Source: an optimization exercise on an open RTL-to-GDS flow (aim: small area). Production flows keep margins and buffers that such runs may drop.
Only simulation tests tie the RTL to the original design; equivalence was not proved.
Power figures rest on the tool's default switching activity, not on a simulated workload.

==> 03-15 <==
==> flow/design.v (excerpt) <==
module branch_checkpoint_table #(
    parameter int CP_DEPTH = 4,
    parameter int D_REG    = 64,
    parameter int S_REG    = 16,
    parameter int ROB_LEN  = 32,
    localparam int IDW     = $clog2(CP_DEPTH),
    localparam int CW      = IDW + 1,
    localparam int DW      = $clog2(D_REG),
    localparam int SW      = $clog2(S_REG),
    localparam int RW      = $clog2(ROB_LEN)
) (
    input  logic                  clk,
    input  logic                  rst,
    input  logic                  alloc_valid,
    input  logic [D_REG-1:0]      alloc_r_free_list,
    input  logic [S_REG-1:0]      alloc_s_free_list,
    input  logic [15:0][DW-1:0]   alloc_d_translation,
    input  logic [SW-1:0]         alloc_s_translation,
    input  logic [RW-1:0]         alloc_rob_tail,
    output logic [IDW-1:0]        alloc_id,
    output logic                  full,
    output logic                  empty,
    input  logic                  resolve_valid,
    input  logic [IDW-1:0]        resolve_id,
    input  logic                  resolve_mispredict,
    input  logic                  free_valid,
    input  logic [DW-1:0]         free_reg,
    output logic [D_REG-1:0]      frl_r_cp,
    output logic [S_REG-1:0]      frl_s_cp,
    output logic [15:0][DW-1:0]   tt_d_cp,
    output logic [SW-1:0]         tt_s_cp,
    output logic [RW-1:0]         rob_tail_cp
);
==> flow/config.mk <==
export PLATFORM = sky130hd
export DESIGN_NAME = branch_checkpoint_table
export DESIGN_NICKNAME = branch_checkpoint_table
export VERILOG_FILES = /design/flow/design.v
export SDC_FILE = /design/flow/constraint.sdc
export NUM_CORES = 4
export LEC_CHECK = 0
export CAP_MARGIN = 20
export CORE_MARGIN = 2
export CORE_UTILIZATION = 65
export SLEW_MARGIN = 20
==> flow/constraint.sdc <==
create_clock -name core_clock -period 5.0 [get_ports {clk}]
set_input_delay 1.0000 -clock core_clock [delete_from_list [all_inputs] [get_ports {clk}]]
set_output_delay 1.0000 -clock core_clock [all_outputs]
set_load 0.01 [all_outputs]
standard.sh (not shown) runs the stock make flow with config.mk's settings and CLKGATE_MAP_FILE= SYNTH_SCRIPT=/design/flow/synth_recipe.tcl, a recipe that flattens the netlist after the stock synthesis.
==> flow/flow/run.sh <==
#!/bin/bash
set -euo pipefail
SRC="VERILOG_FILES=$PWD/flow/mapped.v"
CTS="CTS_ARGS=-sink_clustering_enable -repair_clock_nets -dont_use_dummy_load -buf_list {sky130_fd_sc_hd__clkbuf_4} -sink_clustering_size 10 -sink_clustering_max_diameter 40"
DU="DONT_USE_CELLS=sky130_fd_sc_hd__probe_p_8 sky130_fd_sc_hd__probec_p_8 sky130_fd_sc_hd__lpflow_bleeder_1 sky130_fd_sc_hd__lpflow_clkbufkapwr_1 sky130_fd_sc_hd__lpflow_clkbufkapwr_16 sky130_fd_sc_hd__lpflow_clkbufkapwr_2 sky130_fd_sc_hd__lpflow_clkbufkapwr_4 sky130_fd_sc_hd__lpflow_clkbufkapwr_8 sky130_fd_sc_hd__lpflow_clkinvkapwr_1 sky130_fd_sc_hd__lpflow_clkinvkapwr_16 sky130_fd_sc_hd__lpflow_clkinvkapwr_2 sky130_fd_sc_hd__lpflow_clkinvkapwr_4 sky130_fd_sc_hd__lpflow_clkinvkapwr_8 sky130_fd_sc_hd__lpflow_decapkapwr_12 sky130_fd_sc_hd__lpflow_decapkapwr_3 sky130_fd_sc_hd__lpflow_decapkapwr_4 sky130_fd_sc_hd__lpflow_decapkapwr_6 sky130_fd_sc_hd__lpflow_decapkapwr_8 sky130_fd_sc_hd__lpflow_inputiso0n_1 sky130_fd_sc_hd__lpflow_inputiso0p_1 sky130_fd_sc_hd__lpflow_inputiso1n_1 sky130_fd_sc_hd__lpflow_inputiso1p_1 sky130_fd_sc_hd__lpflow_inputisolatch_1 sky130_fd_sc_hd__lpflow_isobufsrc_1 sky130_fd_sc_hd__lpflow_isobufsrc_16 sky130_fd_sc_hd__lpflow_isobufsrc_2 sky130_fd_sc_hd__lpflow_isobufsrc_4 sky130_fd_sc_hd__lpflow_isobufsrc_8 sky130_fd_sc_hd__lpflow_isobufsrckapwr_16 sky130_fd_sc_hd__lpflow_lsbuf_lh_hl_isowell_tap_1 sky130_fd_sc_hd__lpflow_lsbuf_lh_hl_isowell_tap_2 sky130_fd_sc_hd__lpflow_lsbuf_lh_hl_isowell_tap_4 sky130_fd_sc_hd__lpflow_lsbuf_lh_isowell_4 sky130_fd_sc_hd__lpflow_lsbuf_lh_isowell_tap_1 sky130_fd_sc_hd__lpflow_lsbuf_lh_isowell_tap_2 sky130_fd_sc_hd__lpflow_lsbuf_lh_isowell_tap_4 sky130_fd_sc_hd__buf_8 sky130_fd_sc_hd__buf_12 sky130_fd_sc_hd__buf_16 sky130_fd_sc_hd__bufbuf_8 sky130_fd_sc_hd__bufbuf_16"
bash standard.sh "$SRC" synth > synth_make.log 2>&1
bash standard.sh "$SRC" "$DU" \
  "BUFFER_PORTS_ARGS=-buffer_cell sky130_fd_sc_hd__buf_1" \
  "$CTS" \
  finish > orfs_make.log 2>&1
Other scripts of this flow, unchanged in this note and not shown: flow/flow/mapped.v
==> 06-23: changes against 03-15 <==
CORE_UTILIZATION = 60   (was 65)
PLACE_DENSITY = 0.75   (was unset)
==> impl_metrics.tcl <==
set metrics [dict create \
    status "no timing/DRC/antenna violations" \
    fmax_ghz 0.2400 \
    antenna_found_initial 16 \
    final_util_pct 68.76 \
    critPathSlowestCell "clkbuf_2" \
    cts_buffers 95 \
    p_sw_share_pct 30.48 \
    drt_iter0_drc 2240 \
    drive_gt1_share_pct 8.962 \
    via_per_inst 6.638 \
    grt_max_degree 42 \
    vias 19910 \
]
# the run above: 06-23

==> impl_metrics.tcl <==
set metrics [dict create \
    largest_class "flip-flops and latches" \
    via_per_inst 6.827 \
    drt_iter0_drc 2352 \
    h-tree-depth 3 \
    status "no timing/DRC/antenna violations" \
    drive_gt1_share_pct 8.886 \
    synthAdderAreaFrac_pct 0.5065 \
    critPathSlowestCell "nand2b_1" \
    fmax_ghz 0.2406 \
    antenna_found_initial 17 \
    vias 20070 \
    final_util_pct 74.22 \
    p_sw_share_pct 30.94 \
]
# the run above: 03-15


* * *

==> inputs of run a <==
==> flow/design.v <==
module branch_checkpoint_table #(
    parameter int CP_DEPTH = 4,
    parameter int D_REG    = 64,
    parameter int S_REG    = 16,
    parameter int ROB_LEN  = 32,
    localparam int IDW     = $clog2(CP_DEPTH),
    localparam int CW      = IDW + 1,
    localparam int DW      = $clog2(D_REG),
    localparam int SW      = $clog2(S_REG),
    localparam int RW      = $clog2(ROB_LEN)
) (
    input  logic                  clk,
    input  logic                  rst,
    input  logic                  alloc_valid,
    input  logic [D_REG-1:0]      alloc_r_free_list,
    input  logic [S_REG-1:0]      alloc_s_free_list,
    input  logic [15:0][DW-1:0]   alloc_d_translation,
    input  logic [SW-1:0]         alloc_s_translation,
    input  logic [RW-1:0]         alloc_rob_tail,
    output logic [IDW-1:0]        alloc_id,
    output logic                  full,
    output logic                  empty,
    input  logic                  resolve_valid,
    input  logic [IDW-1:0]        resolve_id,
    input  logic                  resolve_mispredict,
    input  logic                  free_valid,
    input  logic [DW-1:0]         free_reg,
    output logic [D_REG-1:0]      frl_r_cp,
    output logic [S_REG-1:0]      frl_s_cp,
    output logic [15:0][DW-1:0]   tt_d_cp,
    output logic [SW-1:0]         tt_s_cp,
    output logic [RW-1:0]         rob_tail_cp
);
    localparam int STW = S_REG + 16*DW + SW + RW;
    logic [CP_DEPTH-1:0][D_REG-1:0]     r_free_r;
    logic [CP_DEPTH-1:0][STW-1:0]       stat_r;
    logic [CP_DEPTH-1:0]  valid_r;
    logic [IDW-1:0]       head_r;
    logic [IDW-1:0]       tail_r;
    logic [CW-1:0]        count_r;
    logic                 full_r;
    logic                 empty_r;
    logic                 correct_s;
    logic                 mispredict_s;
    logic                 alloc_s;
    logic [IDW-1:0]       resolve_pos_s;
    logic [CP_DEPTH-1:0]  valid_mid_s;
    logic [IDW-1:0]       tail_mid_s;
    logic [CW-1:0]        count_mid_s;
    logic [CP_DEPTH-1:0]  valid_next_s;
    logic [IDW-1:0]       tail_next_s;
    logic [CW-1:0]        count_alloc_s;
    logic [IDW-1:0]       head_next_s;
    logic [CW-1:0]        count_next_s;
    always_comb begin
        correct_s     = resolve_valid && !resolve_mispredict && valid_r[resolve_id];
        mispredict_s  = resolve_valid && resolve_mispredict && valid_r[resolve_id];
        alloc_s       = alloc_valid && !full_r && !(resolve_valid && resolve_mispredict);
        resolve_pos_s = resolve_id - head_r;
        valid_mid_s   = valid_r;
        tail_mid_s    = tail_r;
        count_mid_s   = count_r;
        if (correct_s) begin
            valid_mid_s[resolve_id] = 1'b0;
        end else if (mispredict_s) begin
            for (int i = 0; i < CP_DEPTH; i++) begin
                if ((IDW'(i) - head_r) >= resolve_pos_s) begin
                    valid_mid_s[i] = 1'b0;
                end
            end
            tail_mid_s  = resolve_id;
            count_mid_s = {1'b0, resolve_pos_s};
        end
        valid_next_s  = valid_mid_s;
        tail_next_s   = tail_mid_s;
        count_alloc_s = count_mid_s;
        if (alloc_s) begin
            valid_next_s[tail_r] = 1'b1;
            tail_next_s          = tail_r + IDW'(1);
            count_alloc_s        = count_mid_s + CW'(1);
        end
        if ((count_mid_s != CW'(0)) && !valid_mid_s[head_r]) begin
            head_next_s  = head_r + IDW'(1);
            count_next_s = count_alloc_s - CW'(1);
        end else begin
            head_next_s  = head_r;
            count_next_s = count_alloc_s;
        end
    end
    always_ff @(posedge clk or posedge rst) begin
        if (rst) begin
            valid_r <= '0;
            head_r  <= '0;
            tail_r  <= '0;
            count_r <= '0;
            full_r  <= 1'b0;
            empty_r <= 1'b1;
        end else begin
            valid_r <= valid_next_s;
            head_r  <= head_next_s;
            tail_r  <= tail_next_s;
            count_r <= count_next_s;
            full_r  <= (count_next_s == CW'(CP_DEPTH));
            empty_r <= (count_next_s == CW'(0));
        end
    end
    logic [CP_DEPTH-1:0] we_s;
    logic [D_REG-1:0]    fdec_s;
    always_comb begin
        for (int i = 0; i < CP_DEPTH; i++)
            we_s[i] = alloc_s && (tail_r == IDW'(i));
        for (int r = 0; r < D_REG; r++)
            fdec_s[r] = free_valid && (free_reg == DW'(r));
    end
    logic [STW-1:0] alloc_stat_s;
    assign alloc_stat_s = {alloc_s_free_list, alloc_d_translation,
                           alloc_s_translation, alloc_rob_tail};
    always_ff @(posedge clk) begin
        for (int i = 0; i < CP_DEPTH; i++) begin
            r_free_r[i] <= (we_s[i] ? alloc_r_free_list : r_free_r[i]) | fdec_s;
            if (we_s[i])
                stat_r[i] <= alloc_stat_s;
        end
    end
    assign alloc_id    = tail_r;
    assign full        = full_r;
    assign empty       = empty_r;
    logic [CP_DEPTH-1:0] rsel_s;
    logic [D_REG-1:0]    rd_free_s;
    logic [STW-1:0]      rd_stat_s;
    always_comb begin
        rd_free_s = '0;
        rd_stat_s = '0;
        for (int i = 0; i < CP_DEPTH; i++) begin
            rsel_s[i] = (resolve_id == IDW'(i));
            rd_free_s = rd_free_s | ({D_REG{rsel_s[i]}} & r_free_r[i]);
            rd_stat_s = rd_stat_s | ({STW{rsel_s[i]}} & stat_r[i]);
        end
    end
    assign frl_r_cp = rd_free_s;
    assign {frl_s_cp, tt_d_cp, tt_s_cp, rob_tail_cp} = rd_stat_s;
endmodule
==> flow/flow/run.sh <==
#!/bin/bash
set -euo pipefail
SRC="VERILOG_FILES=$PWD/flow/mapped.v"
CTS="CTS_ARGS=-sink_clustering_enable -repair_clock_nets -dont_use_dummy_load -buf_list {sky130_fd_sc_hd__clkbuf_4} -sink_clustering_size 10 -sink_clustering_max_diameter 40"
bash standard.sh "$SRC" synth > synth_make.log 2>&1
bash standard.sh "$SRC" \
  "BUFFER_PORTS_ARGS=-buffer_cell sky130_fd_sc_hd__buf_1" \
  "$CTS" \
  finish > orfs_make.log 2>&1
==> flow/flow/mapped.v <==
// branch_checkpoint_table
// Keeps one rename-state snapshot (free lists, translation maps, ROB tail) per
// in-flight branch. Entries are allocated in program order at the tail,
// released out of order on resolve, and retired from the head one per cycle.
// A mispredict discards the resolving entry and every younger one, and the
// stored snapshot of the resolving entry is presented combinationally so the
// hazard controller can restore in the same cycle.
//
// Area-oriented implementation: the snapshot payload has no reset (an entry's
// payload is only observable while it is live, and it is always written when
// it becomes live), and released registers are forwarded into every entry's
// data free list regardless of liveness (a dead entry's contents are never
// observed and are overwritten on its next allocation).

`ifndef NUM_D_REG
`define NUM_D_REG 64
`endif
`ifndef NUM_S_REG
`define NUM_S_REG 16
`endif
`ifndef ROB_LENGTH
`define ROB_LENGTH 32
`endif

module branch_checkpoint_table #(
    parameter int CP_DEPTH = 4,
    parameter int D_REG    = `NUM_D_REG,
    parameter int S_REG    = `NUM_S_REG,
    parameter int ROB_LEN  = `ROB_LENGTH,
    localparam int IDW     = $clog2(CP_DEPTH),
    localparam int CW      = IDW + 1,
    localparam int DW      = $clog2(D_REG),
    localparam int SW      = $clog2(S_REG),
    localparam int RW      = $clog2(ROB_LEN)
) (
    input  logic                  clk,
    input  logic                  rst,
    // checkpoint capture
    input  logic                  alloc_valid,
    input  logic [D_REG-1:0]      alloc_r_free_list,
    input  logic [S_REG-1:0]      alloc_s_free_list,
    input  logic [15:0][DW-1:0]   alloc_d_translation,
    input  logic [SW-1:0]         alloc_s_translation,
    input  logic [RW-1:0]         alloc_rob_tail,
    output logic [IDW-1:0]        alloc_id,
    output logic                  full,
    output logic                  empty,
    // branch resolution
    input  logic                  resolve_valid,
    input  logic [IDW-1:0]        resolve_id,
    input  logic                  resolve_mispredict,
    // registers released by commit
    input  logic                  free_valid,
    input  logic [DW-1:0]         free_reg,
    // recovery snapshot of entry resolve_id
    output logic [D_REG-1:0]      frl_r_cp,
    output logic [S_REG-1:0]      frl_s_cp,
    output logic [15:0][DW-1:0]   tt_d_cp,
    output logic [SW-1:0]         tt_s_cp,
    output logic [RW-1:0]         rob_tail_cp
);

    // Static part of a snapshot (written only on allocation)
    localparam int STW = S_REG + 16*DW + SW + RW;

    // Payload storage
    logic [CP_DEPTH-1:0][D_REG-1:0]     r_free_r;
    logic [CP_DEPTH-1:0][STW-1:0]       stat_r;

    // Bookkeeping
    logic [CP_DEPTH-1:0]  valid_r;
    logic [IDW-1:0]       head_r;
    logic [IDW-1:0]       tail_r;
    logic [CW-1:0]        count_r;
    logic                 full_r;
    logic                 empty_r;

    // Next-state signals
    logic                 correct_s;
    logic                 mispredict_s;
    logic                 alloc_s;
    logic [IDW-1:0]       resolve_pos_s;
    logic [CP_DEPTH-1:0]  valid_mid_s;
    logic [IDW-1:0]       tail_mid_s;
    logic [CW-1:0]        count_mid_s;
    logic [CP_DEPTH-1:0]  valid_next_s;
    logic [IDW-1:0]       tail_next_s;
    logic [CW-1:0]        count_alloc_s;
    logic [IDW-1:0]       head_next_s;
    logic [CW-1:0]        count_next_s;

    // Resolve, allocate and retire decisions for this cycle
    always_comb begin
        correct_s     = resolve_valid && !resolve_mispredict && valid_r[resolve_id];
        mispredict_s  = resolve_valid && resolve_mispredict && valid_r[resolve_id];
        // A mispredict request blocks allocation even if its id is stale
        alloc_s       = alloc_valid && !full_r && !(resolve_valid && resolve_mispredict);
        // Position of the resolving entry counted from the oldest live entry
        resolve_pos_s = resolve_id - head_r;

        valid_mid_s   = valid_r;
        tail_mid_s    = tail_r;
        count_mid_s   = count_r;
        if (correct_s) begin
            valid_mid_s[resolve_id] = 1'b0;
        end else if (mispredict_s) begin
            for (int i = 0; i < CP_DEPTH; i++) begin
                if ((IDW'(i) - head_r) >= resolve_pos_s) begin
                    valid_mid_s[i] = 1'b0;
                end
            end
            tail_mid_s  = resolve_id;
            count_mid_s = {1'b0, resolve_pos_s};
        end

        valid_next_s  = valid_mid_s;
        tail_next_s   = tail_mid_s;
        count_alloc_s = count_mid_s;
        if (alloc_s) begin
            valid_next_s[tail_r] = 1'b1;
            tail_next_s          = tail_r + IDW'(1);
            count_alloc_s        = count_mid_s + CW'(1);
        end

        if ((count_mid_s != CW'(0)) && !valid_mid_s[head_r]) begin
            head_next_s  = head_r + IDW'(1);
            count_next_s = count_alloc_s - CW'(1);
        end else begin
            head_next_s  = head_r;
            count_next_s = count_alloc_s;
        end
    end

    // Pointer, occupancy and status-flag registers
    always_ff @(posedge clk or posedge rst) begin
        if (rst) begin
            valid_r <= '0;
            head_r  <= '0;
            tail_r  <= '0;
            count_r <= '0;
            full_r  <= 1'b0;
            empty_r <= 1'b1;
        end else begin
            valid_r <= valid_next_s;
            head_r  <= head_next_s;
            tail_r  <= tail_next_s;
            count_r <= count_next_s;
            full_r  <= (count_next_s == CW'(CP_DEPTH));
            empty_r <= (count_next_s == CW'(0));
        end
    end

    // Write enables and released-register decode
    logic [CP_DEPTH-1:0] we_s;
    logic [D_REG-1:0]    fdec_s;
    always_comb begin
        for (int i = 0; i < CP_DEPTH; i++)
            we_s[i] = alloc_s && (tail_r == IDW'(i));
        for (int r = 0; r < D_REG; r++)
            fdec_s[r] = free_valid && (free_reg == DW'(r));
    end

    logic [STW-1:0] alloc_stat_s;
    assign alloc_stat_s = {alloc_s_free_list, alloc_d_translation,
                           alloc_s_translation, alloc_rob_tail};

    // Snapshot payload registers (no reset)
    // Data free list: next = (we ? alloc : q) | released, one a221o per bit
    logic [CP_DEPTH-1:0]            wen_s;
    logic [CP_DEPTH-1:0][D_REG-1:0] r_free_nx_s;
    assign wen_s = ~we_s;
    for (genvar gi = 0; gi < CP_DEPTH; gi++) begin : g_fn
        for (genvar gb = 0; gb < D_REG; gb++) begin : g_b
            sky130_fd_sc_hd__a221o_1 u_nx (
                .A1(wen_s[gi]), .A2(r_free_r[gi][gb]),
                .B1(we_s[gi]),  .B2(alloc_r_free_list[gb]),
                .C1(fdec_s[gb]), .X(r_free_nx_s[gi][gb]));
        end
    end

    always_ff @(posedge clk) begin
        for (int i = 0; i < CP_DEPTH; i++) begin
            r_free_r[i] <= r_free_nx_s[i];
            if (we_s[i])
                stat_r[i] <= alloc_stat_s;
        end
    end

    assign alloc_id    = tail_r;
    assign full        = full_r;
    assign empty       = empty_r;

    // Zero-latency recovery read of the resolving entry: one-hot select,
    // a222oi over entries 0..2, nand2 for entry 3, nand2 to combine
    logic [CP_DEPTH-1:0] rsel_s;
    always_comb
        for (int i = 0; i < CP_DEPTH; i++)
            rsel_s[i] = (resolve_id == IDW'(i));

    logic [D_REG-1:0] rd_free_s;
    logic [STW-1:0]   rd_stat_s;
    for (genvar gb = 0; gb < D_REG; gb++) begin : g_free
        logic n1, n2;
        sky130_fd_sc_hd__a222oi_1 u_a (
            .A1(rsel_s[0]), .A2(r_free_r[0][gb]),
            .B1(rsel_s[1]), .B2(r_free_r[1][gb]),
            .C1(rsel_s[2]), .C2(r_free_r[2][gb]), .Y(n1));
        sky130_fd_sc_hd__nand2_1 u_b (.A(rsel_s[3]), .B(r_free_r[3][gb]), .Y(n2));
        sky130_fd_sc_hd__nand2_1 u_c (.A(n1), .B(n2), .Y(rd_free_s[gb]));
    end
    for (genvar gb = 0; gb < STW; gb++) begin : g_stat
        logic n1, n2;
        sky130_fd_sc_hd__a222oi_1 u_a (
            .A1(rsel_s[0]), .A2(stat_r[0][gb]),
            .B1(rsel_s[1]), .B2(stat_r[1][gb]),
            .C1(rsel_s[2]), .C2(stat_r[2][gb]), .Y(n1));
        sky130_fd_sc_hd__nand2_1 u_b (.A(rsel_s[3]), .B(stat_r[3][gb]), .Y(n2));
        sky130_fd_sc_hd__nand2_1 u_c (.A(n1), .B(n2), .Y(rd_stat_s[gb]));
    end

    assign frl_r_cp = rd_free_s;
    assign {frl_s_cp, tt_d_cp, tt_s_cp, rob_tail_cp} = rd_stat_s;

endmodule
==> flow/standard.sh <==
#!/bin/bash
# synth_recipe.tcl (not shown) runs the flow's synth.tcl, then flattens the netlist and writes it again
# the make line also repeats each setting of config.mk as NAME=value (left out here)
make -C /OpenROAD-flow-scripts/flow DESIGN_CONFIG=/design/flow/config.mk WORK_HOME=/design/flow/orfs CLKGATE_MAP_FILE= SYNTH_SCRIPT=/design/flow/synth_recipe.tcl "${@:-finish}"
==> flow/config.mk <==
export PLATFORM = sky130hd
export DESIGN_NAME = branch_checkpoint_table
export DESIGN_NICKNAME = branch_checkpoint_table
export VERILOG_FILES = /design/flow/design.v
export SDC_FILE = /design/flow/constraint.sdc
export NUM_CORES = 4
export LEC_CHECK = 0
export CAP_MARGIN = 20
export CORE_MARGIN = 2
export CORE_UTILIZATION = 65
export SLEW_MARGIN = 20
==> flow/constraint.sdc <==
create_clock -name core_clock -period 5.0 [get_ports {clk}]
set_input_delay 1.0000 -clock core_clock [delete_from_list [all_inputs] [get_ports {clk}]]
set_output_delay 1.0000 -clock core_clock [all_outputs]
set_load 0.01 [all_outputs]
==> inputs of run b, as changes to run a <==
==> flow/flow/run.sh (replaced) <==
#!/bin/bash
set -euo pipefail
SRC="VERILOG_FILES=$PWD/flow/mapped.v"
CTS="CTS_ARGS=-sink_clustering_enable -repair_clock_nets -dont_use_dummy_load -buf_list {sky130_fd_sc_hd__clkbuf_8} -sink_clustering_size 18 -sink_clustering_max_diameter 50"
bash standard.sh "$SRC" synth > synth_make.log 2>&1
bash standard.sh "$SRC" \
  "BUFFER_PORTS_ARGS=-buffer_cell sky130_fd_sc_hd__buf_1" \
  "$CTS" \
  finish > orfs_make.log 2>&1
--- a/flow/config.mk
+++ b/flow/config.mk
@@ -9,3 +9,3 @@
 export CORE_MARGIN = 2
-export CORE_UTILIZATION = 65
+export CORE_UTILIZATION = 40
 export SLEW_MARGIN = 20
==> notes <==
Run b finished with timing, DRC and antenna clean. Run a passed the timing, design-rule and antenna checks. Against run b, the critical path depth of run a is higher by 1. Flip-flop and latch count is the same in run a and run b. Non-clock buffer count: run b is higher than run a (13). Final cell count: run a is lower than run b (10%). In run b the global-route usage is lower than in run a, by 11 points. Between run b and run a, the lower utilization is in run b (gap 28 points). In run b the hold slack is higher than in run a, by 160 ps. In run a the fmax is lower than in run b, by about 0.8%. Synthesized cell count is the same in run b and run a. Between run a and run b, the lower clock skew is in run a (gap 28 ps). In run a the via count is higher than in run b, by about 1.1%.
==> figures <==
metric	run b	run a
Total of plain and repair buffers excluding clock buffers	435	422
Time the final worst path needs with I/O delays and setup	4041 ps	4072 ps
Met3 WL post-DR	6959 µm	8073 µm
Die height	264.6 µm	208.4 µm
Post-layout utilization of the core	46.68%	74.62%
Internal power summed over all cells	11.37 mW	10.97 mW
DR iter-0 viols	2457	2963
Worst Setup Slack post-DPL	949.3 ps	772.2 ps
Number of non-filler instances in the completed layout	3167	2842
Total routing resource utilization after global routing	21.46%	32.23%
Average via count per standard cell	6.006	6.766
Routed wl met2	38110 µm	34580 µm
Dpl hpwl	45940 µm	42280 µm
Clk_skew	89.98 ps	61.51 ps
Switching share of power	29.89%	30.08%
Static power due to leakage	10.88 nW	10.75 nW
P_clk	3.13 mW	2.67 mW
Clk tree area frac	3.073%	2.306%
Run status	complete, no violations	complete, no violations
Clock latency on the worst-skew pair	690 ps	850 ps
Sequential fraction of design power	56.0%	57.8%
First-pass GRT wire length	116000 µm	108100 µm
Maximum ir drop on the vdd rail	0.0003012 V	0.0003539 V

## separate check: timing with driven ports
The flow's constraints put no driver on any port. The routed layouts listed below were extracted and timed again, unchanged, in two steps. Step 1 sets driving cells, clkbuf_16 on the clock port and buf_2 on the other inputs (assumed; they add their load-dependent delay and slew). Step 2 moves the port delays by t, midway between the first and last clock arrival at a register: inputs arrive t later, outputs are due t later. That takes back most of the time a late clock gives input paths. Three values: ideal ports, drivers, drivers and shift; two values: the first two.
| run | t (ns) | slack for setup (ns) | hold slack, ns | slew at the worst register clock pin (ns) |
|---|---|---|---|---|
| 03-15 | 0.837 | 0.844 / 0.813 / 0.796 | 0.185 / 0.187 / 0.494 | 0.11 / 0.11 |
| 06-23 | 0.867 | 0.833 / 0.812 / 0.729 | 0.153 / 0.153 / 0.497 | 0.11 / 0.11 |
| run a | 0.860 | 0.928 / 0.901 / 0.773 | 0.155 / 0.119 / 0.495 | 0.11 / 0.11 |
| run b | 0.700 | 0.959 / 0.885 / 0.885 | 0.320 / 0.297 / 0.489 | 0.11 / 0.11 |
After both steps every run listed still meets setup and hold. For run a, which loses most, drivers alone change the setup slack by -0.027 ns; drivers and shift together by -0.155 ns.
